This design comes from an exercise in tuning for small area and a short achievable clock period on the open sky130 flow, not from production work. At most, simulation tests tie the RTL to the original design; equivalence was not proved. Function not checked in runs 6 to 8: the RTL went through the layout flow alone. No activity file was given, so power comes from the tool's default toggle rates.

File: config.mk
export PLATFORM = sky130hd
export DESIGN_NAME = txController
export DESIGN_NICKNAME = txController
export VERILOG_FILES = /design/flow/design.v
export SDC_FILE = /design/flow/constraint.sdc
export NUM_CORES = 4
export LEC_CHECK = 0
export CAP_MARGIN = 20
export CORE_MARGIN = 2
export CORE_UTILIZATION = 40
export SETUP_SLACK_MARGIN = 4.2
export SLEW_MARGIN = 20
export SYNTH_HIERARCHICAL = 1
File: constraint.sdc
create_clock -name core_clock -period 7.0 [get_ports {txCLK}]
set_input_delay 1.4000 -clock core_clock [delete_from_list [all_inputs] [get_ports {txCLK}]]
set_output_delay 1.4000 -clock core_clock [all_outputs]
set_load 0.01 [all_outputs]
File: design.v
`default_nettype none
package txProgramPkg;
	typedef logic [15:0] progAddrT;   
	typedef logic [3:0]  loopIdxT;    
	typedef logic [31:0] stepTimeT;   
	typedef logic [31:0] ctrlWordT;   
	typedef logic [15:0] pinWordT;    
	typedef logic [7:0]  channelMaskT;
	typedef logic [15:0] loopCountT;
	localparam int finishedBit     = 31;
	localparam int armInterruptBit = 30;
	localparam int waitTrigBit     = 29;
	localparam int loopEndBit      = 28;
	localparam int dmaRequestBit   = 27;
	localparam int dmaStartBit     = 26;
	localparam int beginAcqBit     = 25;
	localparam int activeBit       = 24;
	typedef struct packed
	{
		logic finished;       
		logic armInterrupt;   
		logic waitTrig;       
		logic loopEnd;        
		logic dmaRequest;
		logic dmaStart;       
		logic beginAcq;       
		logic active;         
	} ctrlFlagsT;
	typedef struct packed
	{
		ctrlFlagsT flags;
		pinWordT   pins;
		stepTimeT  duration;
	} stepT;
	typedef struct packed
	{
		progAddrT  startAddr;
		progAddrT  endAddr;
		loopCountT count;   
	} loopDescT;
endpackage
`default_nettype wire
`default_nettype none
package txSeqPkg;
	typedef enum logic [3:0]
	{
		seqIdle      = 4'd0,
		seqWaitTrig  = 4'd1,
		seqRunning   = 4'd2,
		seqLoadLoops = 4'd6,
		seqDone      = 4'd15
	} seqStateT;
	typedef struct packed
	{
		logic [15:0]           pins;
		logic                  adcTrig;   
		logic                  dmaReq;    
		logic [7:0]            leds;      
	} txOutT;
endpackage
`default_nettype wire
`default_nettype none
module txInc16
(
	input  wire  [15:0] a,
	output logic [15:0] y
);
	assign y = a + 16'd1;
endmodule
module txDec16
(
	input  wire  [15:0] a,
	output logic [15:0] y
);
	assign y = a - 16'd1;
endmodule
module txDec32
(
	input  wire  [31:0] a,
	output logic [31:0] y
);
	assign y = a - 32'd1;
endmodule
`default_nettype wire
`default_nettype none
module txJumpMatch
(
	input  wire  [255:0] starts,
	input  wire  [255:0] ends,
	input  wire  [15:0]  grant,
	input  wire  [15:0]  gt1,
	input  wire          loopStep,
	input  wire          advance,
	input  wire  [15:0]  shadowed,
	input  wire  [15:0]  stepMatch,
	output logic [15:0]  startSel,
	output logic         repeatLoop,
	output logic         jump,
	output logic [15:0]  grantNew,
	output logic [15:0]  grantNext
);
	logic [15:0] match;
	always_comb
	begin
		startSel   = '0;
		repeatLoop = 1'b0;
		for (int k = 0; k < 16; k++)
		begin
			startSel   = startSel | (starts[k*16 +: 16] & {16{grant[k]}});
			repeatLoop = repeatLoop | (grant[k] & gt1[k]);
		end
		jump = loopStep & repeatLoop;
		for (int k = 0; k < 16; k++)
		begin
			match[k]     = ends[k*16 +: 16] == startSel;
			grantNew[k]  = ~shadowed[k] & (jump ? match[k] : stepMatch[k]);
			grantNext[k] = advance ? grantNew[k] : grant[k];
		end
	end
endmodule
module txStepMatch
(
	input  wire  [255:0] ends,
	input  wire  [15:0]  addr,
	output logic [15:0]  match
);
	always_comb
		for (int k = 0; k < 16; k++)
			match[k] = ends[k*16 +: 16] == addr;
endmodule
`default_nettype wire
`timescale 1ns/1ps
`default_nettype none
module txController
#(
	parameter int loopDepth = 16
)
(
	input  wire                            txCLK,
	input  wire                            arstN,
	input  wire                            run,
	input  wire                            extTrig,
	input  wire txProgramPkg::channelMaskT userChannelMask,
	input  wire                            adcTriggerAck,
	input  wire txProgramPkg::ctrlWordT    outputControlReg,
	input  wire txProgramPkg::stepTimeT    timingReg,
	input  wire [31:0]                     loopAddressReg,
	input  wire [31:0]                     loopCounterReg,
	output txProgramPkg::progAddrT         readAddr,
	output txProgramPkg::loopIdxT          loopReadAddr,
	output txSeqPkg::txOutT                txOut
);
	logic [3:0] state;
	logic       isIdle, isWait, isRun, isLoad, isDone;
	assign isDone = state[3];
	assign isLoad = state[2] & ~state[3];
	assign isRun  = state[1] & ~state[2];
	assign isWait = state[0] & ~state[3];
	assign isIdle = ~state[1] & ~state[0];
	logic [15:0] pins;         
	logic        fFinished, fWaitTrig, fLoopEnd, fDmaRequest, fBeginAcq;
	logic [31:0] remain;       
	logic        stepEnd;      
	logic        notFirst;     
	logic        loadDone;
	logic        takeWord;
	logic        advance;
	logic        stepStart;
	assign advance   = stepEnd;
	assign loadDone  = isLoad & (loopReadAddr == 4'(loopDepth - 1));
	assign takeWord  = loadDone | advance;
	assign stepStart = isRun & ~notFirst;
	localparam int last = loopDepth - 1;
	logic [15:0] descStart [loopDepth];
	logic [15:0] descEnd   [loopDepth];
	logic [15:0] descCount [loopDepth];
	logic [15:0] remCount  [loopDepth];
	logic [loopDepth-1:0] gt1;         
	logic [loopDepth-1:0] gt2;         
	logic [loopDepth-1:0] cgt1, cgt2;  
	logic [loopDepth-1:0] shadowed;
	logic [loopDepth-1:0] grant;       
	logic [loopDepth-1:0] grantW;      
	logic [loopDepth-1:0] matchA, loaded, write, gt1Eff, grantNext, grantNew;
	logic [loopDepth-1:0] pendSlot;    
	logic [15:0] pendValue;            
	logic        pendGt1V, pendGt2V;   
	logic        pendDec;              
	logic [15:0] pendNew;
	logic        pendGt1;              
	logic        pendSame;
	logic [15:0] nextAddr;             
	logic [15:0] startSel, startInc, nextInc;
	logic [15:0] remSel, countSel;
	logic        repeatW, remGt1W, remGt2W, countGt1W, countGt2W;
	logic        repeatLoop;
	logic        jump;
	logic        loopStep;             
	logic        shadowIn;
	logic        loading;              
	logic [3:0]  loadIdx;              
	logic [15:0] pendDecValue;
	txDec16 decPend_i (.a(pendValue), .y(pendDecValue));
	assign pendNew  = pendDec ? pendDecValue : pendValue;
	assign pendGt1  = pendDec ? pendGt2V : pendGt1V;
	assign pendSame = |(pendSlot & grantW);
	assign gt1Eff   = (gt1 & ~pendSlot) | (pendSlot & {loopDepth{pendGt1}});
	always_comb
	begin
		remSel    = '0;
		countSel  = '0;
		repeatW   = 1'b0;
		remGt1W   = 1'b0;
		remGt2W   = 1'b0;
		countGt1W = 1'b0;
		countGt2W = 1'b0;
		for (int k = 0; k < loopDepth; k++)
		begin
			gt2[k]    = |remCount[k][15:2] | &remCount[k][1:0];
			cgt1[k]   = |descCount[k][15:1];
			cgt2[k]   = |descCount[k][15:2] | &descCount[k][1:0];
			remSel    = remSel    | (remCount[k]  & {16{grantW[k]}});
			countSel  = countSel  | (descCount[k] & {16{grantW[k]}});
			repeatW   = repeatW   | (grantW[k] & gt1Eff[k]);
			remGt1W   = remGt1W   | (grantW[k] & gt1[k]);
			remGt2W   = remGt2W   | (grantW[k] & gt2[k]);
			countGt1W = countGt1W | (grantW[k] & cgt1[k]);
			countGt2W = countGt2W | (grantW[k] & cgt2[k]);
		end
	end
	assign loopStep = advance & fLoopEnd;
	assign write    = grantW & {loopDepth{loopStep}};
	logic [16*loopDepth-1:0] packStart, packEnd;
	always_comb
	begin
		for (int k = 0; k < loopDepth; k++)
		begin
			packStart[k*16 +: 16] = descStart[k];
			packEnd[k*16 +: 16]   = descEnd[k];
			loaded[k]    = (k != last) && (5'(k) + {1'b0, loadIdx} >= 5'(last));
		end
	end
	txStepMatch stepMatch_i (.ends(packEnd), .addr(nextAddr), .match(matchA));
	txJumpMatch jumpMatch_i (.starts(packStart), .ends(packEnd), .grant(grant), .gt1(gt1Eff),
		.loopStep(loopStep), .advance(advance), .shadowed(shadowed), .stepMatch(matchA),
		.startSel(startSel), .repeatLoop(repeatLoop), .jump(jump), .grantNew(grantNew),
		.grantNext(grantNext));
	txInc16 incStart_i (.a(startSel), .y(startInc));
	txInc16 incNext_i  (.a(nextAddr), .y(nextInc));
	assign shadowIn = |(matchA & loaded);
	always_ff @(posedge txCLK)
	begin
		loading <= isLoad;
		loadIdx <= loopReadAddr;
		if (isLoad)
		begin
			nextAddr <= loopAddressReg[31:16];
		end
		else if (loading)
		begin
			nextAddr <= 16'd1;
		end
		else if (advance)
		begin
			nextAddr <= jump ? startInc : nextInc;
		end
		pendDec  <= repeatW;
		if (!repeatW)
		begin
			pendValue <= countSel;
			pendGt1V  <= countGt1W;
			pendGt2V  <= countGt2W;
		end
		else if (pendSame)
		begin
			pendValue <= pendNew;
			pendGt1V  <= pendGt1;
			pendGt2V  <= pendDec ? |pendValue[15:2] : pendGt2V;
		end
		else
		begin
			pendValue <= remSel;
			pendGt1V  <= remGt1W;
			pendGt2V  <= remGt2W;
		end
		for (int k = 0; k < last; k++)
		begin
			descStart[k] <= descStart[k+1];
			descEnd[k]   <= descEnd[k+1];
			descCount[k] <= descCount[k+1];
			remCount[k]  <= pendSlot[k+1] ? pendNew : remCount[k+1];
			gt1[k]       <= pendSlot[k+1] ? pendGt1 : gt1[k+1];
			shadowed[k]  <= shadowed[k+1];
			grant[k]     <= grantNext[k+1];
			grantW[k]    <= advance ? grantNew[k+1] : grantW[k+1];
			pendSlot[k]  <= write[k+1];
		end
		shadowed[last] <= shadowed[0];
		grant[last]    <= grantNext[0];
		grantW[last]   <= advance ? grantNew[0] : grantW[0];
		pendSlot[last] <= write[0];
		if (loading)
		begin
			shadowed[last-1] <= shadowIn;
			grant[last-1]    <= ~shadowIn & (descEnd[last] == 16'd0);
			grantW[last-1]   <= ~shadowIn & (descEnd[last] == 16'd0);
		end
		if (isLoad)
		begin
			descStart[last] <= loopAddressReg[15:0];
			descEnd[last]   <= loopAddressReg[31:16];
			descCount[last] <= loopCounterReg[15:0];
			remCount[last]  <= loopCounterReg[15:0];
			gt1[last]       <= |loopCounterReg[15:1];
		end
		else
		begin
			descStart[last] <= descStart[0];
			descEnd[last]   <= descEnd[0];
			descCount[last] <= descCount[0];
			remCount[last]  <= pendSlot[0] ? pendNew : remCount[0];
			gt1[last]       <= pendSlot[0] ? pendGt1 : gt1[0];
		end
	end
	always_ff @(posedge txCLK)
	begin
		if (takeWord)
		begin
			pins        <= outputControlReg[15:0];
			fFinished   <= outputControlReg[txProgramPkg::finishedBit];
			fWaitTrig   <= outputControlReg[txProgramPkg::waitTrigBit];
			fLoopEnd    <= outputControlReg[txProgramPkg::loopEndBit];
			fDmaRequest <= outputControlReg[txProgramPkg::dmaRequestBit];
			fBeginAcq   <= outputControlReg[txProgramPkg::beginAcqBit];
			remain      <= timingReg;
		end
		else if (isRun)
		begin
			remain <= remainDec;
		end
	end
	logic [31:0] remainDec;
	txDec32 decRemain_i (.a(remain), .y(remainDec));
	logic [3:0] stateNext;
	logic       runNext;
	logic       zeroNext;
	always_comb
	begin
		stateNext = state;
		if (isIdle)
		begin
			if (run) stateNext = 4'd6;
		end
		else if (isLoad)
		begin
			if (loadDone) stateNext = 4'd1;
		end
		else if (isWait)
		begin
			if (extTrig) stateNext = 4'd2;
		end
		else if (isRun)
		begin
			if (advance)
			begin
				if (fFinished)      stateNext = 4'd15;
				else if (fWaitTrig) stateNext = 4'd1;
			end
		end
	end
	assign runNext  = (isWait & extTrig) | (isRun & ~(advance & (fFinished | fWaitTrig)));
	assign zeroNext = takeWord ? (timingReg == 32'd0)
	                : isRun    ? (remain == 32'd1)
	                :            (remain == 32'd0);
	always_ff @(posedge txCLK or negedge arstN)
	begin
		if (!arstN)
		begin
			state        <= 4'd0;
			stepEnd      <= 1'b0;
			notFirst     <= 1'b0;
			readAddr     <= '0;
			loopReadAddr <= '0;
			txOut        <= '0;
		end
		else
		begin
			state    <= stateNext;
			stepEnd  <= runNext & zeroNext;
			notFirst <= isRun & ~advance;
			if (isLoad)
			begin
				loopReadAddr <= loopReadAddr + 1'b1;
			end
			if (advance)
			begin
				readAddr <= jump ? startSel : nextAddr;
			end
			if (isDone)
			begin
				txOut.pins <= '0;
			end
			else if (stepStart)
			begin
				txOut.pins <= {pins[15:8], pins[7:0] & userChannelMask};
			end
			if (advance && fBeginAcq)
			begin
				txOut.adcTrig <= 1'b1;
			end
			else if (adcTriggerAck)
			begin
				txOut.adcTrig <= 1'b0;
			end
			txOut.dmaReq <= advance & fDmaRequest;
			txOut.leds   <= {4'd0, state};
		end
	end
endmodule
`default_nettype wire
File: flow/run.sh
#!/bin/bash
set -euo pipefail
bash standard.sh \
	'CTS_ARGS=-sink_clustering_enable -repair_clock_nets -dont_use_dummy_load -sink_clustering_size 22 -sink_clustering_max_diameter 100' \
	'BUFFER_PORTS_ARGS=-buffer_cell sky130_fd_sc_hd__buf_2' \
	finish > flow_standard.log 2>&1
File: standard.sh
#!/bin/bash
# synth_recipe.tcl (not shown) runs the flow's synth.tcl, then flattens the netlist and writes it again
# the make line also repeats each setting of config.mk as NAME=value (left out here)
make -C /OpenROAD-flow-scripts/flow DESIGN_CONFIG=/design/flow/config.mk WORK_HOME=/design/flow/orfs CLKGATE_MAP_FILE= SYNTH_SCRIPT=/design/flow/synth_recipe.tcl "${@:-finish}"
==> results of run 1 <==
final cells by class:
type                    count  share of cell area, %
diodes                      2                0.00956
clock buffers              67                   3.20
inverters                  47                  0.428
multi-input cells        2859                   37.5
flip-flops and latches   1245                   49.5
well taps                1524                   3.64
repair buffers            372                   5.72
repair inverters            1                 0.0143
power by group:
part | switching [mW] | total (mW) | internal, mW
Combinational | 6.36 | 11.2 | 4.87
Sequential | 3.11 | 13.5 | 10.4
Clock | 2.29 | 4.00 | 1.72
Total | 11.8 | 28.8 | 17.0
metrics by stage:
stage | util, % | power, mW
3_3_place_gp | 42.0 | 23.3
3_5_place_dp | 42.0 | 23.5
4_1_cts | 44.0 | 27.8
5_1_grt | 45.0 | 30.1
6_report | 45.0 | 28.8
2_1_floorplan | - | 19.8
metal layers:
| metal | track usage, % | vias up |
|---|---|---|
| met5 | 0 | - |
| met4 | 9.62 | 4 |
| met3 | 4.07 | 380 |
| met2 | 39.9 | 1768 |
| met1 | 33.6 | 17500 |
| li1 | - | 16300 |
worst max-delay path, stage by stage, from the launching register on:
cell      delay, ns
dfrtp_4        0.60
nand2b_4       0.30
clkinv_4       0.25
buf_6          0.42
nor2_1         0.30
a41oi_1        0.71
path summary, 6_finish.rpt:
kind	to	cells after the start
worst min register to register	descStart[4][4]$_DFF_P_	0
min in group asynchronous	txOut[9]$_DFFE_PN0P_	2
worst min-delay path	descStart[4][4]$_DFF_P_	0
worst max-delay path	gt1[15]$_DFF_P_	5
max in group asynchronous	state[3]$_DFFE_PN0P_	2
worst max register to register	gt1[15]$_DFF_P_	5
flip-flops by register name, indices dropped and copies added, names as in the netlist, 16 cells and up:
signal and cells:
descStart 256, gt1 16, descCount 256, pendValue 16, remCount 256, grantW 16, grant 16, shadowed 16
readAddr 16, remain 32, pendSlot 16, txOut 22, nextAddr 16, descEnd 256, pins 16
what timing repair did:
action | 4_1_cts | 5_1_grt
gates resized for setup | 102 | 108
hold buffers | 0 | 0
setup buffers | 20 | 83
gates cloned | 5 | 4
setup endpoints to repair | 234 | 70
pin swaps | 5 | 22
==> results.yml, run 1 <==
worst_setup_path:
  endpoint_kind: "register"
  crit_fanout: 50
  crit_path_start: "state[3]$_DFFE_PN0P_"
  critPathKind: "register to register"
  arrival_ns: 3.32
  start_kind: "register"
  r2r-start: "state[3]$_DFFE_PN0P_"
  required_ns: 7.47
  r2r_setup_slack_ns: 4.14
cts:
  ctsLongestPathBuffers: 3
  clk_pin_slew_worst_paths_ns: 0.09
  numCtsBuffers: 67
  cts_root_buf: "clkbuf_16"
  htree_levels: 3
  cts_sinks: 1245
  cts_tree: "yes"
  clkLatencyLatePin_ns: 0.66
placed_design:
  port_buffers: 155
  gp_congestion: 0.931
  pre_cts_slack_ns: 2.58
  placedCellCount: 5936
  hpwl_um: 101000
  placed_area_um2: 48900
synthesis:
  yosysWarnings: 13
  postSynthCellCount: 4443
  postSynthAreaPerCell_um2: 10.6
  synth_area_um2: 47000
route:
  drt_iter0_drc: 3889
  num_vias: 35900
  highest_layer: "met5"
  m1WireLength_um: 66100
  wl_met3_um: 13000
  route.met2.wl_um: 70600
  drtAntennaViolNets: 0
  via_per_inst: 5.87
  wl_um: 156000
  drc: 0
  drt_pass1_iterations: 6
  wl_per_cell_um: 25.6
global_routing:
  grt_max_degree: 51
  grt_usage_pct: 24.9
  grt_pass1_vias: 34200
  overflow: 0
  grt_first_pass_wirelength_um: 227000
  antenna_found_initial: 3
finish:
  mostFrequentLayoutCell: "dfxtp_1"
  final_nets: 4757
  drive_gt1_share_pct: 14.4
  final_cell_mix: "1,098 x dfxtp_1, 534 x xnor2_1, 362 x nor2_1"
  n_fill_cell: 11000
  register_area_um2: 25900
  multiInputGateArea_um2: 19600
  fin_cells: 6117
  syn_to_final_growth_pct: 11.4
  fin_area_um2: 52400
timing:
  relSlewSlack_pct: 27.4
  holdWs_ns: 0.323
  tightest_slew_ns: 1.09
  timing.setup.tns_ns: 0
  rsz0062_at_grt: "yes"
  drv_slew: 0
  min_period_ns: 2.86
  fmax_mhz: 350
  hold_viol: 0
  finalSetupViolations: 0
  setup_ws_ns: 4.14
  post-route-period-util_pct: 40.8
  clock-skew-final_ns: 0.0561
pwr:
  p_leak_nw: 19.6
  power_per_cell_area_nw_per_um2: 549
  peakVddDrop_uv: 210
die:
  dieArea_um2: 120000
  coreArea_um2: 116000
  dieWidth_um: 347
  row_count: 125
  start_util_pct: 40.4
  die_h_um: 347
  io_pins: 187
hold_path:
  min_from: "descStart[5][4]$_DFF_P_"
  min_path_type: "register to register"
status:
  run_status: "timing/DRC/antenna clean"
run:
  drv_cap: 0
==> inputs of run 2 (changes only) <==
==> flow/run.sh (replaced) <==
#!/bin/bash
set -euo pipefail
bash standard.sh \
	'CTS_ARGS=-sink_clustering_enable -repair_clock_nets -dont_use_dummy_load -sink_clustering_size 30 -sink_clustering_max_diameter 80' \
	'BUFFER_PORTS_ARGS=-buffer_cell sky130_fd_sc_hd__buf_2' \
	finish > flow_standard.log 2>&1
==> run 2 against run 1 <==
  * Setup slack better by 0.0013 ns
  * Clock skew is 0.027 ns higher
  * Total power is 1.6% lower
  * Sequential share of layout area is 0.37 points higher
  * Sequential power hardly changed
  * Non-clock buffer count is 24 lower
  * Area after synthesis stayed put
==> results.yml, run 2 <==
pwr:
  peakVddDrop_uv: 226
  p_leak_nw: 19.3
  power_per_cell_area_nw_per_um2: 544
route:
  drtAntennaViolNets: 0
  wl_um: 156000
  drt_pass1_iterations: 8
  drc: 0
  wl_per_cell_um: 25.6
  num_vias: 35700
  drt_iter0_drc: 4031
  via_per_inst: 5.87
cts:
  cts_root_buf: "clkbuf_16"
  ctsLongestPathBuffers: 3
  htree_levels: 2
  cts_sinks: 1245
  cts_hold_buf: 0
  clkLatencyLatePin_ns: 0.72
  numCtsBuffers: 55
  clk_pin_slew_worst_paths_ns: 0.12
  cts_tree: "yes"
die:
  coreArea_um2: 116000
  io_pins: 187
  start_util_pct: 40.4
  dieWidth_um: 347
  die_h_um: 347
  row_count: 125
  dieArea_um2: 120000
worst_setup_path:
  arrival_ns: 3.50
  path_cells: "buf_12 -> mux2i_4 -> buf_12 -> a21oi_1 -> a22o_1 -> a221oi_2 -> and4_4 -> nand2b_4 -> buf_12 -> buf_4 -> nand2_1 -> o22ai_2 -> nand2_2 -> o21ai_1"
  start_kind: "register"
  r2r-start: "pendDec$_DFF_P_"
  ff2ff_path_depth: 14
  critPathKind: "register to register"
  crit_top_cell: "buf_12"
  crit_fanout: 8
  cp_slowest_cell: "dfxtp_2"
  slowest_delay_ns: 0.36
  r2r_setup_slack_ns: 4.15
  endpoint_kind: "register"
  r2r-end: "grantW[13]$_DFF_P_"
  required_ns: 7.65
finish:
  syn_to_final_growth_pct: 10.5
  mostFrequentLayoutCell: "dfxtp_1"
  fin_cells: 6087
  final_cell_mix: "1,105 x dfxtp_1, 534 x xnor2_1, 362 x nor2_1"
  drive_gt1_share_pct: 14.1
  final_nets: 4725
  n_fill_cell: 11000
hold_path:
  min_to: "descStart[4][4]$_DFF_P_"
  hold_path_depth: 0
  min_from: "descStart[5][4]$_DFF_P_"
  min_path_type: "register to register"
synthesis:
  yosysWarnings: 13
  postSynthAreaPerCell_um2: 10.6
  postSynthCellCount: 4443
  synth_area_um2: 47000
timing:
  fmax_mhz: 350
  clock-skew-final_ns: 0.0833
  relSlewSlack_pct: 24.9
  hold_viol: 0
  timing.setup.tns_ns: 0
  rsz0062_at_grt: "yes"
  drv_slew: 0
  holdWs_ns: 0.298
  finalSetupViolations: 0
  tightest_slew_ns: 1.13
  post-route-period-util_pct: 40.8
  min_period_ns: 2.85
status:
  run_status: "timing/DRC/antenna clean"
global_routing:
  grt_max_degree: 51
  grt_usage_pct: 24.9
  grt_pass1_vias: 34200
  antenna_found_initial: 3
  grt_first_pass_wirelength_um: 227000
  overflow: 0
placed_design:
  hpwl_um: 101000
  port_buffers: 155
  placedCellCount: 5936
  gp_congestion: 0.931
run:
  drv_cap: 0
run 2: area by class of cell:
type / count / area, µm² / share of cell area (%)
Sequential cell: 1245 / 25900 / 49.9
Antenna cell: 4 / 10.0 / 0.0193
Inverter: 47 / 234 / 0.450
Timing Repair inverter: 4 / 41.3 / 0.0795
Timing Repair Buffer: 348 / 2700 / 5.20
Clock buffer: 55 / 1380 / 2.65
Multi-Input combinational cell: 2860 / 19800 / 38.1
Tap cell: 1524 / 1910 / 3.67
run 2: stage by stage:
step	util, %	area (µm²)	worst slack [ns]	total power, mW
detailed placement	42.0	48900	2.58	23.5
CTS	43.8	51000	4.17	27.5
floorplan	-	47000	4.24	19.8
global route	44.6	51900	4.08	29.6
finish	44.6	51900	4.15	28.3
global placement	42.0	48800	2.58	23.3
run 2: metal layers:
metal  global-route usage (%)  up-vias  routed length [µm]
met5                        0        -                  31
met4                     9.18        4                5820
met3                     3.93      330               12500
met2                     39.9     1682               70700
met1                     33.8    17500               66700
li1                         -    16200                   -
run 2: power by group:
part | switching, mW | total (mW) | internal [mW]
clock | 2.21 | 3.61 | 1.41
sequential | 3.11 | 13.5 | 10.4
combinational | 6.38 | 11.2 | 4.78
run 2: worst max path at each step:
stage               slack, ns                    end  cells past startpoint       startpoint
floorplan                4.24  nextAddr[0]$_DFFE_PP_                     13  pendDec$_DFF_P_
global placement         2.58      grantW[3]$_DFF_P_                     11  pendDec$_DFF_P_
detailed placement       2.58      grantW[3]$_DFF_P_                     11  pendDec$_DFF_P_
CTS                      4.17      grantW[3]$_DFF_P_                     13  pendDec$_DFF_P_
global route             4.08     grantW[14]$_DFF_P_                     15  pendDec$_DFF_P_
finish                   4.15     grantW[13]$_DFF_P_                     14  pendDec$_DFF_P_
run 2: critical path: cells and delay by family, from the launching register on:
| kind | cells | cell delay (ns) |
|---|---|---|
| compound gates | 5 | 0.83 |
| flops | 1 | 0.36 |
| mux | 1 | 0.32 |
| simple gates | 4 | 0.62 |
| buf+inv | 4 | 0.62 |
run 2: timing repair:
item                       4_1_cts  5_1_grt
gates cloned                     7        4
setup endpoints to repair      235       70
setup buffers                   24       57
gates resized for setup        120       98
pin swaps                        7       18
==> inputs of run 3 (changes only) <==
==> flow/run.sh (replaced) <==
#!/bin/bash
set -euo pipefail
bash standard.sh \
	'CTS_ARGS=-sink_clustering_enable -repair_clock_nets -dont_use_dummy_load -sink_clustering_size 26 -sink_clustering_max_diameter 90' \
	'BUFFER_PORTS_ARGS=-buffer_cell sky130_fd_sc_hd__buf_2' \
	finish > flow_standard.log 2>&1
==> run 3 against run 2 <==
  * Clock power grew 2%
  * Routed wire length shrank 0.61%
  * Non-clock buffer count shrank 32
  * Critical path type unchanged
  * Largest cell class unchanged
==> results.yml, run 3 <==
status:
  run_status: "timing/DRC/antenna clean"
finish:
  antenna_cells: 0
  n_fill_cell: 11100
  drive_gt1_share_pct: 13.0
  final_cell_mix: "1,102 x dfxtp_1, 534 x xnor2_1, 362 x nor2_1"
  mostFrequentLayoutCell: "dfxtp_1"
  syn_to_final_growth_pct: 9.50
  fin_area_um2: 51500
  final_nets: 4691
  fin_cells: 6049
  multiInputGateArea_um2: 19600
  register_area_um2: 25900
cts:
  htree_levels: 2
  cts_hold_buf: 0
  clk_pin_slew_worst_paths_ns: 0.11
  numCtsBuffers: 57
  cts_root_buf: "clkbuf_16"
  cts_sinks: 1245
  ctsLongestPathBuffers: 3
  clkLatencyLatePin_ns: 0.71
  cts_tree: "yes"
global_routing:
  grt_first_pass_wirelength_um: 227000
  overflow: 0
  grt_pass1_vias: 34200
  antenna_found_initial: 3
  grt_usage_pct: 24.8
  grt_max_degree: 51
pwr:
  peakVddDrop_uv: 242
  power_per_cell_area_nw_per_um2: 545
  p_sw_mw: 11.6
  intPower_mw: 16.4
  comb_power_share_pct: 38.7
  p_leak_nw: 19.1
  switching_share_pct: 41.4
  pwr-share-seq_pct: 48.1
  p_clk_share_pct: 13.2
die:
  start_util_pct: 40.4
  die_h_um: 347
  dieArea_um2: 120000
  row_count: 125
  io_pins: 187
  dieWidth_um: 347
  coreArea_um2: 116000
timing:
  relSlewSlack_pct: 36.0
  timing.setup.tns_ns: 0
  rsz0062_at_grt: "yes"
  clock-skew-final_ns: 0.0752
  min_period_ns: 2.82
  fmax_mhz: 354
  finalSetupViolations: 0
  post-route-period-util_pct: 40.3
  drv_slew: 0
  hold_viol: 0
  tightest_slew_ns: 0.961
route:
  num_vias: 35600
  drt_iter0_drc: 4139
  drt_pass1_iterations: 6
  via_per_inst: 5.88
  drtAntennaViolNets: 0
  drc: 0
  wl_per_cell_um: 25.6
  wl_um: 155000
worst_setup_path:
  required_ns: 7.57
  endpoint_kind: "register"
  crit_fanout: 17
  start_kind: "register"
  critPathKind: "register to register"
  arrival_ns: 3.39
placed_design:
  gp_congestion: 0.931
  placed_area_um2: 48900
  hpwl_um: 101000
  port_buffers: 155
  placedCellCount: 5936
synthesis:
  postSynthCellCount: 4443
  postSynthAreaPerCell_um2: 10.6
  synth_area_um2: 47000
  yosysWarnings: 13
hold_path:
  min_path_type: "register to register"
run:
  drv_cap: 0
==> run 3: critical path, stage by stage (launching register included) <==
cell and delay [ns]:
dfxtp_2 0.37, buf_12 0.17, a22o_1 0.22, a221oi_1 0.25, and4_2 0.32, buf_12 0.19
buf_4 0.15, xnor2_1 0.05, nor4_1 0.31, nand3_1 0.23, o21ai_1 0.39
==> run 3: path summary, 6_finish.rpt <==
| check | startpoint | end | slack (ns) | depth (start not counted) |
|---|---|---|---|---|
| worst max-delay path | grant[0]$_DFF_P_ | grant[10]$_DFF_P_ | 4.18 | 10 |
| worst min-delay path | descStart[11][5]$_DFF_P_ | descStart[10][5]$_DFF_P_ | 0.29 | 0 |
| worst max register to register | grant[0]$_DFF_P_ | grant[10]$_DFF_P_ | 4.18 | 10 |
| worst min register to register | descStart[11][5]$_DFF_P_ | descStart[10][5]$_DFF_P_ | 0.29 | 0 |
| max in group asynchronous | arstN | stepEnd$_DFF_PN0_ | 5.69 | 2 |
| min in group asynchronous | arstN | txOut[14]$_DFFE_PN0P_ | 0.81 | 2 |
==> run 3: power groups by stage <==
stage                     registers [mW]  clock network (mW)  logic, mW
after floorplan                     12.4                   0       7.45
after global placement              13.5                   0       9.81
after detailed placement            13.5                   0       9.93
after CTS                           13.4                3.75       10.4
after global routing                13.8                3.97       11.6
final                               13.5                3.69       10.9
==> run 3: area by class of cell <==
class / instances / area share [%]
multi-input combinational: 2859 / 38.1
inverter: 47 / 0.435
timing repair buffer: 316 / 4.65
clock buffer: 57 / 2.77
timing repair inverter: 1 / 0.0146
tap: 1524 / 3.70
sequential: 1245 / 50.3
==> run 3: through the flow <==
step	utilization (%)	worst slack [ns]	total power, mW	hold WS (ns)
2_1_floorplan	-	4.24	19.8	0.331
3_3_place_gp	42.0	2.58	23.3	0.333
3_5_place_dp	42.0	2.58	23.5	0.336
4_1_cts	43.8	4.19	27.5	0.293
5_1_grt	44.2	4.08	29.4	0.284
6_report	44.2	4.18	28.0	0.287
==> run 3: metal layers <==
metal / up-vias / wire length [µm] / global-route usage (%)
met1: 17400 / 66000 / 33.9
met3: 344 / 12800 / 3.61
li1: 16100 / - / -
met2: 1722 / 70100 / 39.9
met4: 4 / 5920 / 9.30
met5: - / 21 / 0
==> run 3: timing repair <==
| action | in CTS | in global routing |
|---|---|---|
| setup endpoints to repair | 234 | 60 |
| setup buffers | 20 | 30 |
| cloned | 5 | 1 |
| gates resized for setup | 111 | 67 |
| pin swaps | 5 | 17 |
==> inputs of run 4 (changes only) <==
==> flow/run.sh (replaced) <==
#!/bin/bash
set -euo pipefail
bash standard.sh \
	'CTS_ARGS=-sink_clustering_enable -repair_clock_nets -dont_use_dummy_load -sink_clustering_size 22 -sink_clustering_max_diameter 100' \
	'BUFFER_PORTS_ARGS=-buffer_cell sky130_fd_sc_hd__buf_2' \
	finish > flow_standard.log 2>&1
--- a/config.mk
+++ b/config.mk
@@ -5,9 +5,9 @@
 export SDC_FILE = /design/flow/constraint.sdc
 export NUM_CORES = 4
 export LEC_CHECK = 0
-export CAP_MARGIN = 20
+export CAP_MARGIN = 5
 export CORE_MARGIN = 2
 export CORE_UTILIZATION = 40
 export SETUP_SLACK_MARGIN = 4.2
-export SLEW_MARGIN = 20
+export SLEW_MARGIN = 5
 export SYNTH_HIERARCHICAL = 1
==> run 4 against run 3 <==
  * Count of clock-buffer cells in the layout rose by 10
  * Register-to-register slack improved by 0.04 ns
  * Critical path type unchanged
  * Highest routed layer unchanged
  * Critical endpoint is now pendValue[15]$_DFF_P_
  * Core utilization increased by 1.1 points
==> results.yml, run 4 <==
synthesis:
  postSynthAreaPerCell_um2: 10.6
  postSynthCellCount: 4443
  yosysWarnings: 13
  synth_area_um2: 47000
worst_setup_path:
  path_cells: "buf_12 -> mux2i_4 -> buf_12 -> buf_4 -> a21oi_2 -> a22o_1 -> a221oi_2 -> nand4_2 -> buf_4 -> nor3_2 -> a21oi_1"
  critPathKind: "register to register"
  r2r-start: "pendDec$_DFF_P_"
  crit_fanout: 37
  crit_path_start: "pendDec$_DFF_P_"
  required_ns: 7.53
  arrival_ns: 3.31
  slowest_delay_ns: 0.46
  cp_slowest_cell: "nor3_2"
  endpoint_kind: "register"
  start_kind: "register"
finish:
  syn_to_final_growth_pct: 12.1
  antenna_cells: 0
  fin_cells: 6142
  final_nets: 4784
  mostFrequentLayoutCell: "dfxtp_1"
  drive_gt1_share_pct: 15.3
  final_cell_mix: "1,102 x dfxtp_1, 534 x xnor2_1, 361 x nor2_1"
  n_fill_cell: 11000
  fin_area_um2: 52700
route:
  drtAntennaViolNets: 0
  drc: 0
  num_vias: 35900
  drt_pass1_iterations: 6
  via_per_inst: 5.85
  wl_um: 157000
  wl_per_cell_um: 25.6
  drt_iter0_drc: 3981
die:
  dieWidth_um: 347
  row_count: 125
  start_util_pct: 40.4
  dieArea_um2: 120000
  coreArea_um2: 116000
  die_h_um: 347
  io_pins: 187
timing:
  finalSetupViolations: 0
  rsz0062_at_grt: "yes"
  min_period_ns: 2.78
  fmax_mhz: 359
  hold_viol: 0
  setup_ws_ns: 4.22
  timing.setup.tns_ns: 0
  relSlewSlack_pct: 25.2
  tightest_slew_ns: 1.12
  post-route-period-util_pct: 39.7
  drv_slew: 0
  clock-skew-final_ns: 0.0646
cts:
  cts_root_buf: "clkbuf_16"
  htree_levels: 3
  clk_pin_slew_worst_paths_ns: 0.09
  ctsLongestPathBuffers: 3
  cts_sinks: 1245
  cts_tree: "yes"
  numCtsBuffers: 67
  cts_hold_buf: 0
  clkLatencyLatePin_ns: 0.67
global_routing:
  globalRoute.busiestLayer: "met2"
  grt_max_degree: 51
  grtUsageMet1_pct: 33.4
  antenna_found_initial: 4
  met3_usage_pct: 4.37
  grt_first_pass_wirelength_um: 227000
  overflow: 0
  grt_pass1_vias: 34400
  grt_usage_pct: 25.0
  grt_use_met2_pct: 39.7
status:
  run_status: "timing/DRC/antenna clean"
placed_design:
  placedCellCount: 5936
  placed_area_um2: 48800
  gp_congestion: 0.931
  port_buffers: 155
  pre_cts_slack_ns: 2.58
  hpwl_um: 101000
run:
  drv_cap: 0
pwr:
  p_leak_nw: 19.8
  peakVddDrop_uv: 215
  power_per_cell_area_nw_per_um2: 550
  power_mw: 29.0
hold_path:
  min_path_type: "register to register"
  min_from: "descStart[11][5]$_DFF_P_"
==> run 4: report_power, final <==
part / internal [mW] / switching [mW] / total [mW]
clock network: 1.72 / 2.28 / 4.00
logic: 5.01 / 6.47 / 11.5
registers: 10.4 / 3.12 / 13.5
total: 17.1 / 11.9 / 29.0
==> run 4: final timing paths <==
kind	end	slack (ns)	depth (start not counted)
max	pendValue[15]$_DFF_P_	4.22	11
min	descStart[10][5]$_DFF_P_	0.32	0
max in group asynchronous	state[2]$_DFFE_PN0P_	5.64	2
min reg2reg	descStart[10][5]$_DFF_P_	0.32	0
min in group asynchronous	txOut[9]$_DFFE_PN0P_	0.84	2
max reg2reg	pendValue[15]$_DFF_P_	4.22	11
==> run 4: timing repair <==
item                       4_1_cts  5_1_grt
pin swaps                        7       33
cloned                           5        7
setup buffers                   21      106
setup endpoints to repair      234       87
resized for setup              108      130
==> run 4: worst max-delay path: cells and delay by family, from the launching register on <==
kind	cells	cell delay, ns
buffers and inverters	4	0.76
AND/OR/NAND/NOR	2	0.62
AO/OA/AOI/OAI	4	0.60
flip-flops	1	0.35
multiplexers	1	0.32
==> run 4: metrics by stage <==
stage               hold slack [ns]  utilization [%]
finish                        0.322             45.3
global route                  0.320             45.3
CTS                           0.327             44.0
detailed placement            0.336             42.0
global placement              0.333             42.0
floorplan                     0.331                -
==> run 4: cell type report <==
cell class / count / area (µm²) / area share [%]
flip-flops and latches: 1245 / 25900 / 49.1
multi-input cells: 2861 / 19800 / 37.6
repair buffers: 396 / 3180 / 6.03
well taps: 1524 / 1910 / 3.62
clock buffers: 67 / 1680 / 3.18
inverters: 47 / 224 / 0.425
repair inverters: 2 / 18.8 / 0.0356
==> run 4: layer usage <==
metal	up-vias	share of wire, %
li1	16300	-
met3	389	8.4
met2	1731	45
met1	17500	42
met5	-	0.037
met4	4	4.3
==> inputs of run 5 (changes only) <==
--- a/config.mk
+++ b/config.mk
@@ -5,9 +5,9 @@
 export SDC_FILE = /design/flow/constraint.sdc
 export NUM_CORES = 4
 export LEC_CHECK = 0
-export CAP_MARGIN = 5
+export CAP_MARGIN = 10
 export CORE_MARGIN = 2
 export CORE_UTILIZATION = 40
-export SETUP_SLACK_MARGIN = 4.2
-export SLEW_MARGIN = 5
+export SETUP_SLACK_MARGIN = 4.25
+export SLEW_MARGIN = 10
 export SYNTH_HIERARCHICAL = 1
==> run 5 against run 4 <==
  * Still clean on timing, DRC and antenna
  * Setup slack lost 0.030 ns
  * Total power grew 1.6%
  * Sequential cell count is the same
  * Sequential share of layout area shrank 0.74 points
  * Critical path depth grew 2
  * Die area is the same
  * Via count grew 1.1%
  * Area after synthesis is the same
  * Register-to-register slack lost 0.03 ns
  * Final cell count grew 0.91%
  * Maximum frequency shrank 1.1%
  * Critical path type unchanged
  * Largest power group unchanged
  * Highest routed layer unchanged
==> results.yml, run 5 <==
timing:
  tightest_slew_ns: 0.995
  relSlewSlack_pct: 33.7
  setup_ws_ns: 4.19
  finalSetupViolations: 0
  timing.setup.tns_ns: 0
  fmax_mhz: 356
  clock-skew-final_ns: 0.0783
  drv_slew: 0
  rsz0062_at_grt: "yes"
  min_period_ns: 2.81
  hold_viol: 0
  post-route-period-util_pct: 40.2
hold_path:
  min_path_type: "register to register"
  hold_path_depth: 0
  min_from: "descStart[9][1]$_DFF_P_"
worst_setup_path:
  r2r-start: "pendDec$_DFF_P_"
  slowest_delay_ns: 0.35
  cp.depth: 13
  critPathKind: "register to register"
  arrival_ns: 3.38
  path_cells: "buf_12 -> mux2i_4 -> buf_4 -> a21oi_1 -> a221oi_2 -> and4_1 -> nand2b_4 -> buf_12 -> inv_16 -> nand3_2 -> o31ai_4 -> nand2_1 -> o21ai_0"
  cp_num_buf_inv: 4
  ff2ff_path_depth: 13
  crit_fanout: 19
  path_delay_family: "compound AO/OA/AOI/OAI gates"
  crit_top_cell: "buf_12"
  endpoint_kind: "register"
  crit_path_start: "pendDec$_DFF_P_"
  required_ns: 7.57
  start_kind: "register"
  cp_slowest_cell: "a21oi_1"
run:
  drv_cap: 0
finish:
  fin_util_pct: 46.0
  fin_cells: 6198
  multiInputGateArea_um2: 19900
  syn_to_final_growth_pct: 14.0
  n_fill_cell: 10900
  drive_gt1_share_pct: 16.9
  mostFrequentLayoutCell: "dfxtp_1"
  final_cell_mix: "1,096 x dfxtp_1, 534 x xnor2_1, 358 x nor2_1"
  final_nets: 4839
  register_area_um2: 25900
cts:
  htree_levels: 3
  clkLatencyLatePin_ns: 0.67
  cts_hold_buf: 0
  ctsLongestPathBuffers: 3
  cts_root_buf: "clkbuf_16"
  numCtsBuffers: 67
  clk_pin_slew_worst_paths_ns: 0.09
  cts_tree: "yes"
  cts_sinks: 1245
route:
  via_per_inst: 5.86
  wl_per_cell_um: 25.8
  wl_um: 160000
  drtAntennaViolNets: 0
  num_vias: 36300
  drt_pass1_iterations: 6
  drt_iter0_drc: 4407
  drc: 0
synthesis:
  yosysWarnings: 13
  postSynthCellCount: 4443
  postSynthAreaPerCell_um2: 10.6
  synth_area_um2: 47000
die:
  io_pins: 187
  row_count: 125
  dieArea_um2: 120000
  die_h_um: 347
  dieWidth_um: 347
  coreArea_um2: 116000
  start_util_pct: 40.4
placed_design:
  pre_cts_slack_ns: 2.88
  placedCellCount: 5938
  gp_congestion: 0.933
  port_buffers: 155
  hpwl_um: 102000
pwr:
  power_mw: 29.5
  peakVddDrop_uv: 228
  p_leak_nw: 20.2
  power_per_cell_area_nw_per_um2: 550
global_routing:
  antenna_found_initial: 6
  grt_usage_pct: 25.2
  grt_max_degree: 51
  overflow: 0
  grt_pass1_vias: 34900
  grt_first_pass_wirelength_um: 230000
status:
  run_status: "timing/DRC/antenna clean"
run 5: repair_timing:
item / 4_1_cts / 5_1_grt
cloned: 8 / 7
setup endpoints to repair: 238 / 93
gates resized for setup: 127 / 162
pin swaps: 11 / 53
setup buffers: 29 / 148
run 5: area by class of cell:
class / count / area share [%]
repair buffers: 455 / 7.27
inverters: 47 / 0.425
diodes: 1 / 0.00467
clock buffers: 67 / 3.13
multi-input cells: 2857 / 37.2
repair inverters: 2 / 0.0444
well taps: 1524 / 3.56
flip-flops and latches: 1245 / 48.4
run 5: where the power goes:
part / internal [mW] / switching, mW / total, mW
Sequential: 10.4 / 3.16 / 13.6
Combinational: 5.27 / 6.60 / 11.9
Clock: 1.72 / 2.31 / 4.03
run 5: path summary, 6_finish.rpt:
path / endpoint / slack (ns)
worst max register to register: grantW[7]$_DFF_P_ / 4.19
max in group asynchronous: state[3]$_DFFE_PN0P_ / 5.65
worst min register to register: descStart[8][1]$_DFF_P_ / 0.34
worst min-delay path: descStart[8][1]$_DFF_P_ / 0.34
min in group asynchronous: readAddr[5]$_DFFE_PN0P_ / 0.83
worst max-delay path: grantW[7]$_DFF_P_ / 4.19
run 5: worst register-to-register path, stage by stage (launching register included):
cell      delay (ns)
dfxtp_2         0.34
buf_12          0.13
mux2i_4         0.22
buf_4           0.17
a21oi_1         0.35
a221oi_2        0.10
and4_1          0.19
nand2b_4        0.21
buf_12          0.19
inv_16          0.15
nand3_2         0.12
o31ai_4         0.30
nand2_1         0.14
o21ai_0         0.12
run 5: layer usage:
layer | GRT usage (%) | part of all wire (%) | vias to the layer above
li1 | - | - | 16400
met1 | 33.6 | 41 | 17700
met2 | 40.2 | 45 | 1803
met3 | 4.42 | 8.5 | 433
met4 | 10.9 | 4.7 | 6
met5 | 0 | 0.030 | -
run 5: per-stage QoR:
step | area [µm²] | hold WS (ns)
after floorplan | 47000 | 0.331
after global placement | 48900 | 0.334
after detailed placement | 48900 | 0.336
after CTS | 51400 | 0.340
after global routing | 53600 | 0.351
final | 53600 | 0.336
==> inputs of run 6 (changes only) <==
--- a/design.v
+++ b/design.v
@@ -74,13 +74,6 @@
 );
 	assign y = a - 16'd1;
 endmodule
-module txDec32
-(
-	input  wire  [31:0] a,
-	output logic [31:0] y
-);
-	assign y = a - 32'd1;
-endmodule
 `default_nettype wire
 `default_nettype none
 module txJumpMatch
@@ -192,7 +185,7 @@
 	logic [15:0] nextAddr;             
 	logic [15:0] startSel, startInc, nextInc;
 	logic [15:0] remSel, countSel;
-	logic        repeatW, remGt1W, remGt2W, countGt1W, countGt2W;
+	logic        repeatW, remGt2W, countGt1W, countGt2W;
 	logic        repeatLoop;
 	logic        jump;
 	logic        loopStep;             
@@ -210,7 +203,6 @@
 		remSel    = '0;
 		countSel  = '0;
 		repeatW   = 1'b0;
-		remGt1W   = 1'b0;
 		remGt2W   = 1'b0;
 		countGt1W = 1'b0;
 		countGt2W = 1'b0;
@@ -222,7 +214,6 @@
 			remSel    = remSel    | (remCount[k]  & {16{grantW[k]}});
 			countSel  = countSel  | (descCount[k] & {16{grantW[k]}});
 			repeatW   = repeatW   | (grantW[k] & gt1Eff[k]);
-			remGt1W   = remGt1W   | (grantW[k] & gt1[k]);
 			remGt2W   = remGt2W   | (grantW[k] & gt2[k]);
 			countGt1W = countGt1W | (grantW[k] & cgt1[k]);
 			countGt2W = countGt2W | (grantW[k] & cgt2[k]);
@@ -246,7 +237,7 @@
 		.startSel(startSel), .repeatLoop(repeatLoop), .jump(jump), .grantNew(grantNew),
 		.grantNext(grantNext));
 	txInc16 incStart_i (.a(startSel), .y(startInc));
-	txInc16 incNext_i  (.a(nextAddr), .y(nextInc));
+	assign nextInc = nextAddr + 16'd1;
 	assign shadowIn = |(matchA & loaded);
 	always_ff @(posedge txCLK)
 	begin
@@ -265,22 +256,20 @@
 			nextAddr <= jump ? startInc : nextInc;
 		end
 		pendDec  <= repeatW;
+		pendGt1V <= countGt1W;   
 		if (!repeatW)
 		begin
 			pendValue <= countSel;
-			pendGt1V  <= countGt1W;
 			pendGt2V  <= countGt2W;
 		end
 		else if (pendSame)
 		begin
 			pendValue <= pendNew;
-			pendGt1V  <= pendGt1;
 			pendGt2V  <= pendDec ? |pendValue[15:2] : pendGt2V;
 		end
 		else
 		begin
 			pendValue <= remSel;
-			pendGt1V  <= remGt1W;
 			pendGt2V  <= remGt2W;
 		end
 		for (int k = 0; k < last; k++)
@@ -340,7 +329,7 @@
 		end
 	end
 	logic [31:0] remainDec;
-	txDec32 decRemain_i (.a(remain), .y(remainDec));
+	assign remainDec = remain - 32'd1;
 	logic [3:0] stateNext;
 	logic       runNext;
 	logic       zeroNext;
--- a/config.mk
+++ b/config.mk
@@ -5,9 +5,9 @@
 export SDC_FILE = /design/flow/constraint.sdc
 export NUM_CORES = 4
 export LEC_CHECK = 0
-export CAP_MARGIN = 10
+export CAP_MARGIN = 20
 export CORE_MARGIN = 2
 export CORE_UTILIZATION = 40
-export SETUP_SLACK_MARGIN = 4.25
-export SLEW_MARGIN = 10
+export SETUP_SLACK_MARGIN = 4.2
+export SLEW_MARGIN = 20
 export SYNTH_HIERARCHICAL = 1
==> run 6 against run 5 <==
  * Sequential cell count unchanged
  * Clock power is 1% lower
  * Via count shrank 2.4%
  * Critical path type unchanged
==> results.yml, run 6 <==
worst_setup_path:
  path_cells: "mux2i_4 -> buf_12 -> buf_16 -> buf_4 -> a21oi_2 -> a221oi_2 -> and4_4 -> nand2b_4 -> inv_16 -> nor2b_4 -> and3_4 -> nand3_2 -> mux2i_1 -> a22o_1"
  crit_fanout: 4
  critPathKind: "register to register"
  cp_num_buf_inv: 4
  slowest_delay_ns: 0.39
  start_kind: "register"
  cp_slowest_cell: "dfxtp_4"
  arrival_ns: 3.44
  endpoint_kind: "register"
  required_ns: 7.42
  path_delay_family: "simple AND/OR/NAND/NOR gates"
die:
  dieArea_um2: 120000
  io_pins: 187
  coreArea_um2: 116000
  start_util_pct: 40.3
  row_count: 125
  die_h_um: 346
  dieWidth_um: 346
run:
  drv_cap: 0
placed_design:
  placed_area_um2: 48600
  gp_congestion: 0.937
  hpwl_um: 99200
  pre_cts_slack_ns: 2.48
  placedCellCount: 5940
  port_buffers: 155
global_routing:
  grt_usage_pct: 24.7
  overflow: 0
  grt_first_pass_wirelength_um: 226000
  grt_max_degree: 55
  antenna_found_initial: 4
  grt_pass1_vias: 34700
route:
  drc: 0
  wl_um: 153000
  via_per_inst: 5.83
  wl_per_cell_um: 25.2
  drtAntennaViolNets: 0
  drt_pass1_iterations: 6
  drt_iter0_drc: 3821
  num_vias: 35400
timing:
  post-route-period-util_pct: 43.2
  tightest_slew_ns: 1.04
  finalSetupViolations: 0
  fmax_mhz: 331
  rsz0062_at_grt: "yes"
  timing.setup.tns_ns: 0
  clock-skew-final_ns: 0.0572
  setup_ws_ns: 3.98
  min_period_ns: 3.02
  hold_viol: 0
  relSlewSlack_pct: 30.3
  drv_slew: 0
finish:
  n_fill_cell: 11000
  fin_cells: 6080
  mostFrequentLayoutCell: "dfxtp_1"
  syn_to_final_growth_pct: 11.5
  drive_gt1_share_pct: 13.8
  fin_area_um2: 52100
  final_nets: 4722
  final_cell_mix: "1,100 x dfxtp_1, 544 x xnor2_1, 361 x nor2_1"
status:
  run_status: "timing/DRC/antenna clean"
cts:
  htree_levels: 3
  cts_sinks: 1245
  clk_pin_slew_worst_paths_ns: 0.09
  ctsLongestPathBuffers: 3
  clkLatencyLatePin_ns: 0.66
  cts_hold_buf: 0
  cts_root_buf: "clkbuf_16"
  cts_tree: "yes"
  numCtsBuffers: 66
synthesis:
  postSynthAreaPerCell_um2: 10.5
  yosysWarnings: 13
  synth_area_um2: 46700
  postSynthCellCount: 4454
pwr:
  peakVddDrop_uv: 276
  power_per_cell_area_nw_per_um2: 554
  p_leak_nw: 19.3
hold_path:
  min_path_type: "register to register"
==> run 6: worst paths after layout <==
| kind | cells past startpoint | start | slack (ns) | to |
|---|---|---|---|---|
| setup / recovery | 14 | pendDec$_DFF_P_ | 3.98 | nextAddr[15]$_DFFE_PP_ |
| hold / removal | 0 | descStart[2][5]$_DFF_P_ | 0.31 | descStart[1][5]$_DFF_P_ |
| setup reg to reg | 14 | pendDec$_DFF_P_ | 3.98 | nextAddr[15]$_DFFE_PP_ |
| hold reg to reg | 0 | descStart[2][5]$_DFF_P_ | 0.31 | descStart[1][5]$_DFF_P_ |
| max in group asynchronous | 2 | arstN | 5.65 | state[3]$_DFFE_PN0P_ |
| min in group asynchronous | 2 | arstN | 0.86 | txOut[3]$_DFF_PN0_ |
==> run 6: cell type report <==
| class | count | area [µm²] | area share [%] |
|---|---|---|---|
| Multi-Input combinational cell | 2865 | 19700 | 37.9 |
| Timing Repair inverter | 5 | 93.8 | 0.180 |
| Timing Repair Buffer | 327 | 2610 | 5.00 |
| Sequential cell | 1245 | 25900 | 49.7 |
| Clock buffer | 66 | 1650 | 3.17 |
| Inverter | 47 | 208 | 0.398 |
| Antenna cell | 1 | 2.50 | 0.00480 |
| Tap cell | 1524 | 1910 | 3.66 |
==> run 6: timing repair <==
action / 4_1_cts / 5_1_grt
setup endpoints to repair: 233 / 95
pin swaps: 9 / 29
resized for setup: 140 / 140
gates cloned: 6 / 5
setup buffers: 41 / 21
==> run 6: per-layer routing <==
| metal | up-vias | global-route usage (%) | wire length, µm |
|---|---|---|---|
| li1 | 16100 | - | - |
| met1 | 17300 | 33.5 | 65800 |
| met2 | 1675 | 39.4 | 69300 |
| met3 | 363 | 3.55 | 12100 |
| met4 | 0 | 9.93 | 6040 |
| met5 | - | 0 | 0 |
==> run 6: power breakdown <==
part	total [mW]	internal (mW)	switching [mW]
sequential	13.1	10.2	2.85
combinational	11.9	4.90	6.96
clock	3.97	1.69	2.28
==> run 6: per-stage QoR <==
step / hold slack (ns) / total power, mW / util [%]
detailed placement: 0.336 / 23.7 / 41.8
floorplan: 0.331 / 20.1 / -
global placement: 0.334 / 23.6 / 41.8
global route: 0.329 / 30.3 / 44.9
finish: 0.308 / 28.9 / 44.9
CTS: 0.315 / 28.3 / 44.2
==> inputs of run 7 (changes only) <==
--- a/design.v
+++ b/design.v
@@ -237,7 +237,7 @@
 		.startSel(startSel), .repeatLoop(repeatLoop), .jump(jump), .grantNew(grantNew),
 		.grantNext(grantNext));
 	txInc16 incStart_i (.a(startSel), .y(startInc));
-	assign nextInc = nextAddr + 16'd1;
+	txInc16 incNext_i  (.a(nextAddr), .y(nextInc));
 	assign shadowIn = |(matchA & loaded);
 	always_ff @(posedge txCLK)
 	begin
==> run 7 against run 6 <==
  * Routed wire length increased by 1.8%
  * Via count increased by 0.70%
  * Global-route usage increased by 0.43 points
  * Sequential cell count unchanged
  * Sequential share of layout area decreased by 0.092 points
  * Combinational power decreased by 33%
  * Critical path type unchanged
  * Clock power about the same
  * Die area increased by 0.10%
==> results.yml, run 7 <==
worst_setup_path:
  critPathKind: "register to register"
  path_cells: "mux2i_4 -> buf_12 -> clkbuf_16 -> a21oi_4 -> a22o_1 -> a221oi_2 -> and4_1 -> nand2b_4 -> buf_12 -> buf_12 -> inv_8 -> mux2i_1 -> o21ai_0"
  slowest_delay_ns: 0.42
  cp_slowest_cell: "edfxtp_1"
  r2r_setup_slack_ns: 4.16
  r2r-start: "pendGt2V$_DFFE_PP_"
  cp_num_buf_inv: 5
  arrival_ns: 3.24
  crit_top_cell: "buf_12"
  endpoint_kind: "register"
  crit_fanout: 19
  path_delay_family: "buffers and inverters"
  r2r-end: "nextAddr[14]$_DFFE_PP_"
  start_kind: "register"
  required_ns: 7.39
  ff2ff_path_depth: 13
cts:
  numCtsBuffers: 67
  clkLatencyLatePin_ns: 0.66
  cts_root_buf: "clkbuf_16"
  clk_pin_slew_worst_paths_ns: 0.10
  cts_sinks: 1245
  ctsLongestPathBuffers: 3
  cts_hold_buf: 0
  htree_levels: 3
  cts_tree: "yes"
global_routing:
  grt_usage_pct: 25.1
  grt_pass1_vias: 34200
  grt_max_degree: 56
  grt_first_pass_wirelength_um: 228000
  antenna_found_initial: 3
  overflow: 0
route:
  highest_layer: "met5"
  wl_um: 156000
  wl_per_cell_um: 25.6
  route.met2.wl_um: 69300
  num_vias: 35700
  drc: 0
  wl_met3_um: 13800
  drt_pass1_iterations: 6
  m1WireLength_um: 66400
  drtAntennaViolNets: 0
  via_per_inst: 5.84
  drt_iter0_drc: 4043
die:
  dieWidth_um: 346
  dieArea_um2: 120000
  row_count: 125
  start_util_pct: 40.3
  io_pins: 187
  die_h_um: 346
  coreArea_um2: 116000
timing:
  timing.setup.tns_ns: 0
  rsz0062_at_grt: "yes"
  clock-skew-final_ns: 0.0805
  relSlewSlack_pct: 20.1
  tightest_slew_ns: 1.20
  hold_viol: 0
  fmax_mhz: 352
  finalSetupViolations: 0
  post-route-period-util_pct: 40.6
  drv_slew: 0
  min_period_ns: 2.84
status:
  run_status: "timing/DRC/antenna clean"
synthesis:
  synth_area_um2: 46800
  yosysWarnings: 13
  postSynthCellCount: 4440
  postSynthAreaPerCell_um2: 10.5
hold_path:
  min_path_type: "register to register"
  hold_path_depth: 0
  min_to: "descCount[1][11]$_DFF_P_"
  min_from: "descCount[2][11]$_DFF_P_"
finish:
  mostFrequentLayoutCell: "dfxtp_1"
  final_cell_mix: "1,105 x dfxtp_1, 547 x xnor2_1, 365 x nor2_1"
  syn_to_final_growth_pct: 11.5
  drive_gt1_share_pct: 13.8
  final_nets: 4748
pwr:
  p_leak_nw: 19.5
  power_per_cell_area_nw_per_um2: 495
  peakVddDrop_uv: 217
  power_mw: 25.8
run:
  drv_cap: 0
placed_design:
  hpwl_um: 101000
  port_buffers: 155
  gp_congestion: 0.952
==> run 7: changes by cell type in the layout (fill, tap and decap cells not counted), sizes merged, moves of 6 or more <==
cell,previous run,this run
a21oi,325,304
a22oi,191,180
buf,325,361
clkinvlp,2,9
inv,47,38
mux2i,37,50
nand3,98,105
nand4,138,130
nor2,379,373
or3,9,1
==> run 7: report_power, final <==
group | internal [mW] | switching (mW)
clock network | 1.72 | 2.28
registers | 10.6 | 3.27
logic | 3.47 | 4.52
==> run 7: worst max path at each step <==
stage                        endpoint          startpoint  cells past startpoint  slack, ns
2_1_floorplan  nextAddr[10]$_DFFE_PP_     pendDec$_DFF_P_                     13       4.21
3_3_place_gp       grantW[11]$_DFF_P_     pendDec$_DFF_P_                     11       2.32
3_5_place_dp       grantW[11]$_DFF_P_     pendDec$_DFF_P_                     11       2.56
4_1_cts            grantW[11]$_DFF_P_    grant[7]$_DFF_P_                     10       4.07
5_1_grt        nextAddr[10]$_DFFE_PP_  pendGt2V$_DFFE_PP_                     13       4.11
6_report       nextAddr[14]$_DFFE_PP_  pendGt2V$_DFFE_PP_                     13       4.16
==> run 7: repair_timing <==
action	4_1_cts	5_1_grt
cloned	4	4
resized for setup	85	130
setup endpoints to repair	218	89
pin swaps	0	18
buffers inserted	22	75
==> run 7: routing by layer <==
| layer | GRT usage [%] | up-vias |
|---|---|---|
| li1 | - | 16200 |
| met1 | 34.4 | 17300 |
| met2 | 39.3 | 1839 |
| met3 | 4.09 | 369 |
| met4 | 10.2 | 2 |
| met5 | 0 | - |
==> run 7: final cells by class <==
| class | instances | area (µm²) |
|---|---|---|
| multi-input combinational | 2853 | 19500 |
| sequential | 1245 | 25900 |
| antenna | 1 | 2.50 |
| fill | 10900 | 63900 |
| inverter | 47 | 238 |
| clock buffer | 67 | 1680 |
| tap | 1524 | 1910 |
| timing repair buffer | 367 | 2910 |
| timing repair inverter | 2 | 22.5 |
==> run 7: stage by stage <==
| step | cells | worst slack, ns | instance area, µm² | util [%] | hold slack [ns] |
|---|---|---|---|---|---|
| 2_1_floorplan | 4443 | 4.21 | 46800 | - | 0.331 |
| 3_3_place_gp | 5933 | 2.32 | 48600 | 41.9 | 0.334 |
| 3_5_place_dp | 5933 | 2.56 | 48600 | 41.9 | 0.337 |
| 4_1_cts | 6026 | 4.07 | 51000 | 43.9 | 0.325 |
| 5_1_grt | 6106 | 4.11 | 52200 | 45.0 | 0.319 |
| 6_report | 6106 | 4.16 | 52200 | 45.0 | 0.332 |
==> inputs of run 8 (changes only) <==
--- a/design.v
+++ b/design.v
@@ -74,6 +74,13 @@
 );
 	assign y = a - 16'd1;
 endmodule
+module txDec32
+(
+	input  wire  [31:0] a,
+	output logic [31:0] y
+);
+	assign y = a - 32'd1;
+endmodule
 `default_nettype wire
 `default_nettype none
 module txJumpMatch
@@ -170,14 +177,15 @@
 	logic [15:0] remCount  [loopDepth];
 	logic [loopDepth-1:0] gt1;         
 	logic [loopDepth-1:0] gt2;         
-	logic [loopDepth-1:0] cgt1, cgt2;  
+	logic [loopDepth-1:0] cgt1;        
 	logic [loopDepth-1:0] shadowed;
 	logic [loopDepth-1:0] grant;       
 	logic [loopDepth-1:0] grantW;      
 	logic [loopDepth-1:0] matchA, loaded, write, gt1Eff, grantNext, grantNew;
 	logic [loopDepth-1:0] pendSlot;    
 	logic [15:0] pendValue;            
-	logic        pendGt1V, pendGt2V;   
+	logic        pendGt1V;             
+	logic        pendGt2V;             
 	logic        pendDec;              
 	logic [15:0] pendNew;
 	logic        pendGt1;              
@@ -185,7 +193,7 @@
 	logic [15:0] nextAddr;             
 	logic [15:0] startSel, startInc, nextInc;
 	logic [15:0] remSel, countSel;
-	logic        repeatW, remGt2W, countGt1W, countGt2W;
+	logic        repeatW, remGt2W, countGt1W;
 	logic        repeatLoop;
 	logic        jump;
 	logic        loopStep;             
@@ -205,18 +213,15 @@
 		repeatW   = 1'b0;
 		remGt2W   = 1'b0;
 		countGt1W = 1'b0;
-		countGt2W = 1'b0;
 		for (int k = 0; k < loopDepth; k++)
 		begin
 			gt2[k]    = |remCount[k][15:2] | &remCount[k][1:0];
 			cgt1[k]   = |descCount[k][15:1];
-			cgt2[k]   = |descCount[k][15:2] | &descCount[k][1:0];
 			remSel    = remSel    | (remCount[k]  & {16{grantW[k]}});
 			countSel  = countSel  | (descCount[k] & {16{grantW[k]}});
 			repeatW   = repeatW   | (grantW[k] & gt1Eff[k]);
 			remGt2W   = remGt2W   | (grantW[k] & gt2[k]);
 			countGt1W = countGt1W | (grantW[k] & cgt1[k]);
-			countGt2W = countGt2W | (grantW[k] & cgt2[k]);
 		end
 	end
 	assign loopStep = advance & fLoopEnd;
@@ -260,12 +265,11 @@
 		if (!repeatW)
 		begin
 			pendValue <= countSel;
-			pendGt2V  <= countGt2W;
 		end
 		else if (pendSame)
 		begin
-			pendValue <= pendNew;
-			pendGt2V  <= pendDec ? |pendValue[15:2] : pendGt2V;
+			pendValue <= pendDecValue;
+			pendGt2V  <= |pendValue[15:2];
 		end
 		else
 		begin
@@ -329,7 +333,7 @@
 		end
 	end
 	logic [31:0] remainDec;
-	assign remainDec = remain - 32'd1;
+	txDec32 decRemain_i (.a(remain), .y(remainDec));
 	logic [3:0] stateNext;
 	logic       runNext;
 	logic       zeroNext;
==> run 8 against run 7 <==
  * Still clean on timing, DRC and antenna
  * Total power down 0.86%
  * Count of clock-buffer cells in the layout unchanged
  * Via count is 1.9% lower
  * Register-to-register slack got worse by 0.09 ns
  * Non-clock buffer count down 45
  * Clock power hardly changed
  * Largest power group unchanged
==> results.yml, run 8 <==
status:
  run_status: "timing/DRC/antenna clean"
timing:
  hold_viol: 0
  clock-skew-final_ns: 0.108
  fmax_mhz: 341
  tightest_slew_ns: 1.04
  timing.setup.tns_ns: 0
  rsz0062_at_grt: "yes"
  drv_slew: 0
  post-route-period-util_pct: 41.8
  relSlewSlack_pct: 29.6
  finalSetupViolations: 0
  min_period_ns: 2.93
cts:
  htree_levels: 3
  cts_sinks: 1245
  cts_tree: "yes"
  cts_root_buf: "clkbuf_16"
  ctsLongestPathBuffers: 3
  numCtsBuffers: 67
  clk_pin_slew_worst_paths_ns: 0.09
  clkLatencyLatePin_ns: 0.68
  cts_hold_buf: 0
die:
  dieWidth_um: 346
  coreArea_um2: 116000
  die_h_um: 346
  io_pins: 187
  row_count: 125
  dieArea_um2: 120000
  start_util_pct: 40.3
finish:
  final_nets: 4630
  fin_cells: 5992
  drive_gt1_share_pct: 13.7
  final_cell_mix: "1,105 x dfxtp_1, 534 x xnor2_1, 339 x nor2_1"
  syn_to_final_growth_pct: 11.0
  mostFrequentLayoutCell: "dfxtp_1"
route:
  num_vias: 35000
  drt_pass1_iterations: 6
  wl_um: 153000
  drc: 0
  via_per_inst: 5.84
  wl_per_cell_um: 25.5
  drt_iter0_drc: 3855
  drtAntennaViolNets: 0
run:
  drv_cap: 0
global_routing:
  grt_max_degree: 55
  antenna_found_initial: 7
  grt_pass1_vias: 33800
  grt_usage_pct: 24.7
  grt_first_pass_wirelength_um: 224000
  overflow: 0
placed_design:
  gp_congestion: 0.967
  port_buffers: 155
  placedCellCount: 5853
  hpwl_um: 99400
synthesis:
  postSynthCellCount: 4365
  yosysWarnings: 13
  synth_area_um2: 46800
  postSynthAreaPerCell_um2: 10.7
pwr:
  power_per_cell_area_nw_per_um2: 494
  peakVddDrop_uv: 329
  p_leak_nw: 19.2
worst_setup_path:
  path_cells: "buf_6 -> a22o_1 -> a221oi_1 -> and4_1 -> buf_6 -> xnor2_1 -> nor4_4 -> nand3b_1 -> o22ai_1 -> mux2_2"
  start_kind: "register"
  slowest_delay_ns: 0.52
  crit_top_cell: "buf_6"
  cp_slowest_cell: "nor4_4"
  crit_fanout: 17
  endpoint_kind: "register"
  arrival_ns: 3.53
  required_ns: 7.61
  critPathKind: "register to register"
hold_path:
  min_path_type: "register to register"
## run 8: repair_timing
| item | 4_1_cts | 5_1_grt |
|---|---|---|
| buffers inserted | 24 | 34 |
| setup endpoints to repair | 98 | 79 |
| gates resized for setup | 118 | 115 |
| pin swaps | 7 | 28 |
| gates cloned | 7 | 3 |
## run 8: layout make-up
class,count,area [µm²]
Fill cell,10900,64100
Sequential cell,1245,25900
Multi-Input combinational cell,2777,19700
Timing Repair Buffer,322,2460
Tap cell,1524,1910
Clock buffer,67,1680
Inverter,48,226
Timing Repair inverter,5,67.6
Antenna cell,4,10.0
## run 8: worst max-delay path, delay by kind of cell, from the launching register on
family | cells | cell delay, ns
xor+xnor | 1 | 0.20
buf+inv | 2 | 0.49
simple gates | 3 | 0.94
flops | 1 | 0.39
mux | 1 | 0.19
compound gates | 3 | 0.66
## run 8: report_power, final
part	total (mW)	internal (mW)	switching (mW)
logic	7.84	3.39	4.45
clock network	3.99	1.72	2.28
registers	13.8	10.6	3.19
total	25.6	15.7	9.92
## run 8: final timing paths
path | startpoint | to | slack (ns) | cells past startpoint
setup / recovery | grant[7]$_DFF_P_ | grantW[12]$_DFF_P_ | 4.07 | 10
hold / removal | descCount[2][8]$_DFF_P_ | descCount[1][8]$_DFF_P_ | 0.32 | 0
setup reg to reg | grant[7]$_DFF_P_ | grantW[12]$_DFF_P_ | 4.07 | 10
hold reg to reg | descCount[2][8]$_DFF_P_ | descCount[1][8]$_DFF_P_ | 0.32 | 0
max in group asynchronous | arstN | txOut[19]$_DFFE_PN0P_ | 5.56 | 2
min in group asynchronous | arstN | readAddr[4]$_DFFE_PN0P_ | 0.84 | 2
## run 8: stage by stage
step | worst slack [ns] | power [mW] | cell area (µm²) | hold slack [ns] | utilization (%)
final | 4.07 | 25.6 | 51900 | 0.318 | 44.7
after global routing | 4.06 | 26.9 | 51900 | 0.328 | 44.7
after CTS | 4.20 | 25.3 | 51100 | 0.326 | 44.0
after detailed placement | 2.62 | 21.1 | 48600 | 0.337 | 41.8
after global placement | 2.64 | 21.0 | 48600 | 0.333 | 41.8
after floorplan | 4.27 | 18.2 | 46800 | 0.331 | -
## run 8: metal layers
layer  up-vias  track usage, %  share of wire (%)
li1      15900               -                  -
met1     17200            33.6                 43
met2      1575            39.1                 45
met3       351            4.64                7.9
met4        10            8.70                3.5
met5         -               0              0.053

## separate check: timing with driven ports
Ports are ideal in the flow. The routed layouts listed here were re-timed in OpenROAD. Step 1, drivers: a clkbuf_16 drives txCLK and a buf_2 each remaining input, both assumed. Step 2 times the ports against the registers' clock, not the clock port: input delays grow and output delays shrink by t, the midpoint of the rising clock arrivals with the driver on. a / b / c = ideal / step 1 / step 2; a / b = the first two.
run	shift t [ns]	setup WS [ns]
run 1	0.705	4.145 / 4.145 / 4.057
run 2	0.757	4.146 / 4.146 / 4.068
run 3	0.740	4.176 / 4.176 / 4.031
run 4	0.705	4.218 / 4.200 / 4.117
run 5	0.706	4.188 / 4.188 / 4.086
run 6	0.717	3.976 / 3.976 / 3.976
run 7	0.696	4.158 / 4.158 / 4.153
run 8	0.691	4.071 / 4.071 / 3.795
After both steps setup and hold are still met in every run listed.
